Source: an optimization exercise on an open RTL-to-GDS flow (aim: small area). Production flows keep margins and buffers that such runs may drop.
Where RTL was checked, it was by simulation tests only, not by an equivalence proof against the original.
No activity file was given, so power comes from the tool's default toggle rates.

## auto_level_match_gain_core
module auto_level_match_gain_core (
   input  wire logic         clock,
   input  wire logic         reset,
   input  wire logic         req_valid,
   output logic              req_ready,
   input  wire logic [95:0]  req_data,
   output logic              rsp_valid,
   input  wire logic         rsp_ready,
   output logic [78:0]       rsp_data,
   input  wire logic         csr_wr_en,
   input  wire logic [2:0]   csr_index,
   input  wire logic [47:0]  csr_wdata
);
clock: 10.0 ns
lec_check: 0
cap_margin: 20
core_margin: 2
core_utilization: 70
slew_margin: 20
standard.sh (not shown) runs the stock make flow with config.mk's settings and CLKGATE_MAP_FILE= SYNTH_SCRIPT=/design/flow/synth_recipe.tcl, a recipe that flattens the netlist after the stock synthesis.
==> flow/flow/run.sh <==
#!/bin/bash
# The standard layout (standard.sh, ORFS from synthesis to finish) with three changes
# passed to ORFS through its own variables:
#  - the port buffers are sky130_fd_sc_hd__buf_1 instead of the default choice;
#  - clock tree synthesis uses clkbuf_16 buffers, sink clusters of up to 36 and no dummy loads.
# All of ORFS's output goes to standard.log here; each ORFS step also keeps its own log
# under orfs/logs.
set -euo pipefail
export BUFFER_PORTS_ARGS="-buffer_cell sky130_fd_sc_hd__buf_1"
export CTS_ARGS="-sink_clustering_enable -repair_clock_nets -dont_use_dummy_load -buf_list sky130_fd_sc_hd__clkbuf_16 -sink_clustering_size 36 -sink_clustering_max_diameter 70"
bash standard.sh > standard.log 2>&1
Change:
==> flow/flow/run.sh (replaced) <==
#!/bin/bash
# The standard layout (standard.sh, ORFS from synthesis to finish) with three changes
# passed to ORFS through its own variables:
#  - the port buffers are sky130_fd_sc_hd__buf_1 instead of the default choice;
#  - clock tree synthesis uses clkbuf_16 buffers, sink clusters of up to 30 and no dummy loads.
# All of ORFS's output goes to standard.log here; each ORFS step also keeps its own log
# under orfs/logs.
set -euo pipefail
export BUFFER_PORTS_ARGS="-buffer_cell sky130_fd_sc_hd__buf_1"
export CTS_ARGS="-sink_clustering_enable -repair_clock_nets -dont_use_dummy_load -buf_list sky130_fd_sc_hd__clkbuf_16 -sink_clustering_size 30 -sink_clustering_max_diameter 55"
bash standard.sh > standard.log 2>&1
=> The new run ran to the end with no violations. Final cell count is higher by 0.32%. Clock skew is higher by 0.0093 ns. Global-route usage is higher by 0.58 points.

Another version of the RTL of auto_level_match_gain_core (not shown whole).
Size in the first run: roughly 1900 cells after synthesis, ~650 flip-flops, ~230 I/O pins, ~26000 um2 of cells after synthesis.
clock: 10.0 ns
lec_check: 0
cap_margin: 20
core_margin: 2
core_utilization: 70
slew_margin: 20
==> flow/flow/run.sh <==
#!/bin/bash
# The standard layout (standard.sh, ORFS from synthesis to finish) with three changes
# passed to ORFS through its own variables:
#  - the port buffers are sky130_fd_sc_hd__buf_1 instead of the default choice;
#  - clock tree synthesis uses clkbuf_8 buffers, sink clusters of 16 and no dummy loads.
# All of ORFS's output goes to standard.log here; each ORFS step also keeps its own log
# under orfs/logs.
set -euo pipefail
export BUFFER_PORTS_ARGS="-buffer_cell sky130_fd_sc_hd__buf_1"
export CTS_ARGS="-sink_clustering_enable -repair_clock_nets -dont_use_dummy_load -buf_list sky130_fd_sc_hd__clkbuf_8 -sink_clustering_size 16 -sink_clustering_max_diameter 35"
bash standard.sh > standard.log 2>&1
Edit:
--- a/flow/flow/run.sh
+++ b/flow/flow/run.sh
@@ -5 +5 @@
-#  - clock tree synthesis uses clkbuf_8 buffers, sink clusters of 16 and no dummy loads.
+#  - clock tree synthesis uses clkbuf_16 buffers, sink clusters of 24 and no dummy loads.
@@ -10 +10 @@
-export CTS_ARGS="-sink_clustering_enable -repair_clock_nets -dont_use_dummy_load -buf_list sky130_fd_sc_hd__clkbuf_8 -sink_clustering_size 16 -sink_clustering_max_diameter 35"
+export CTS_ARGS="-sink_clustering_enable -repair_clock_nets -dont_use_dummy_load -buf_list sky130_fd_sc_hd__clkbuf_16 -sink_clustering_size 24 -sink_clustering_max_diameter 40"
What happened:
- cell count fell by 0.81%
- clock power came out higher by 25%
- count of clock-buffer cells in the layout goes down by 21
- core utilization climbs by 1.1 points
- hold slack hardly moves
- setup slack is worse by 0.14 ns
- via count grows by 0.64%
- routed wire length rises by 3.0%
- fmax falls by 1.9%
No run of this note included a check of the RTL's function; only the layout flow was run.

Starting RTL as in the previous note.
Design auto_level_match_gain_core, start of the top module:
module auto_level_match_gain_core (
   input  wire logic         clock,
   input  wire logic         reset,
   input  wire logic         req_valid,
   output logic              req_ready,
   input  wire logic [95:0]  req_data,
   output logic              rsp_valid,
   input  wire logic         rsp_ready,
   output logic [78:0]       rsp_data,
   input  wire logic         csr_wr_en,
   input  wire logic [2:0]   csr_index,
   input  wire logic [47:0]  csr_wdata
);
Settings: LEC_CHECK=0, CAP_MARGIN=20, CORE_MARGIN=2, CORE_UTILIZATION=70, SLEW_MARGIN=20; clock period 10.0 ns.
==> flow/flow/run.sh <==
#!/bin/bash
# The standard layout (standard.sh, ORFS from synthesis to finish) with three changes
# passed to ORFS through its own variables:
#  - the port buffers are sky130_fd_sc_hd__buf_1 instead of the default choice;
#  - clock tree synthesis uses clkbuf_4 or clkbuf_8 buffers, sink clusters of 12 and no dummy loads.
# All of ORFS's output goes to standard.log here; each ORFS step also keeps its own log
# under orfs/logs.
set -euo pipefail
export BUFFER_PORTS_ARGS="-buffer_cell sky130_fd_sc_hd__buf_1"
export CTS_ARGS="-sink_clustering_enable -repair_clock_nets -dont_use_dummy_load -buf_list \"sky130_fd_sc_hd__clkbuf_4 sky130_fd_sc_hd__clkbuf_8\" -sink_clustering_size 12 -sink_clustering_max_diameter 30"
bash standard.sh > standard.log 2>&1
The baseline finished clean.
Rerun with:
==> flow/flow/run.sh (replaced) <==
#!/bin/bash
# The standard layout (standard.sh, ORFS from synthesis to finish) with three changes
# passed to ORFS through its own variables:
#  - the port buffers are sky130_fd_sc_hd__buf_1 instead of the default choice;
#  - clock tree synthesis uses clkbuf_8 or clkbuf_16 buffers, sink clusters of 20 and no dummy loads.
# All of ORFS's output goes to standard.log here; each ORFS step also keeps its own log
# under orfs/logs.
set -euo pipefail
export BUFFER_PORTS_ARGS="-buffer_cell sky130_fd_sc_hd__buf_1"
export CTS_ARGS="-sink_clustering_enable -repair_clock_nets -dont_use_dummy_load -buf_list \"sky130_fd_sc_hd__clkbuf_8 sky130_fd_sc_hd__clkbuf_16\" -sink_clustering_size 20 -sink_clustering_max_diameter 50"
bash standard.sh > standard.log 2>&1
Effect:
- The new run completed with no timing, DRC or antenna violations
- clock skew went down by 0.040 ns
- die area does not change
- area after synthesis stays the same
- setup slack got worse by 0.085 ns
Function was not checked in any run of this note: the RTL went through the layout flow alone.

[what the ideal ports hide]
The flow's constraints put no driver on any port. The routed layouts listed below were extracted and timed again, unchanged, in two steps.
Step 1, drivers: a clkbuf_16 drives clock and a buf_2 each remaining input, both assumed.
Step 2, shift: input delay + t, output delay - t, t = (earliest + latest rising clock arrival at the registers) / 2. This alone moves slack from input paths to output paths.
Slacks: ideal ports / drivers / drivers and shift; pairs: ideal ports / drivers.
run | shift t [ns] | setup slack, ns | latest minus earliest clock arrival (ns) | worst data-port slew with drivers (ns)
the first run of note 1 | 0.633 | 4.042 / 4.042 / 4.042 | 0.092 / 0.092 | 0.06
the second run of note 1 | 0.609 | 4.029 / 4.029 / 4.029 | 0.101 / 0.102 | 0.06
the first run of note 2 | 0.677 | 2.910 / 2.910 / 2.910 | 0.117 / 0.117 | 0.08
the second run of note 2 | 0.654 | 2.774 / 2.774 / 2.774 | 0.062 / 0.062 | 0.09
the first run of note 3 | 0.685 | 2.929 / 2.929 / 2.929 | 0.097 / 0.097 | 0.07
the second run of note 3 | 0.631 | 2.844 / 2.844 / 2.844 | 0.058 / 0.058 | 0.08
After both steps every run listed still meets setup and hold.
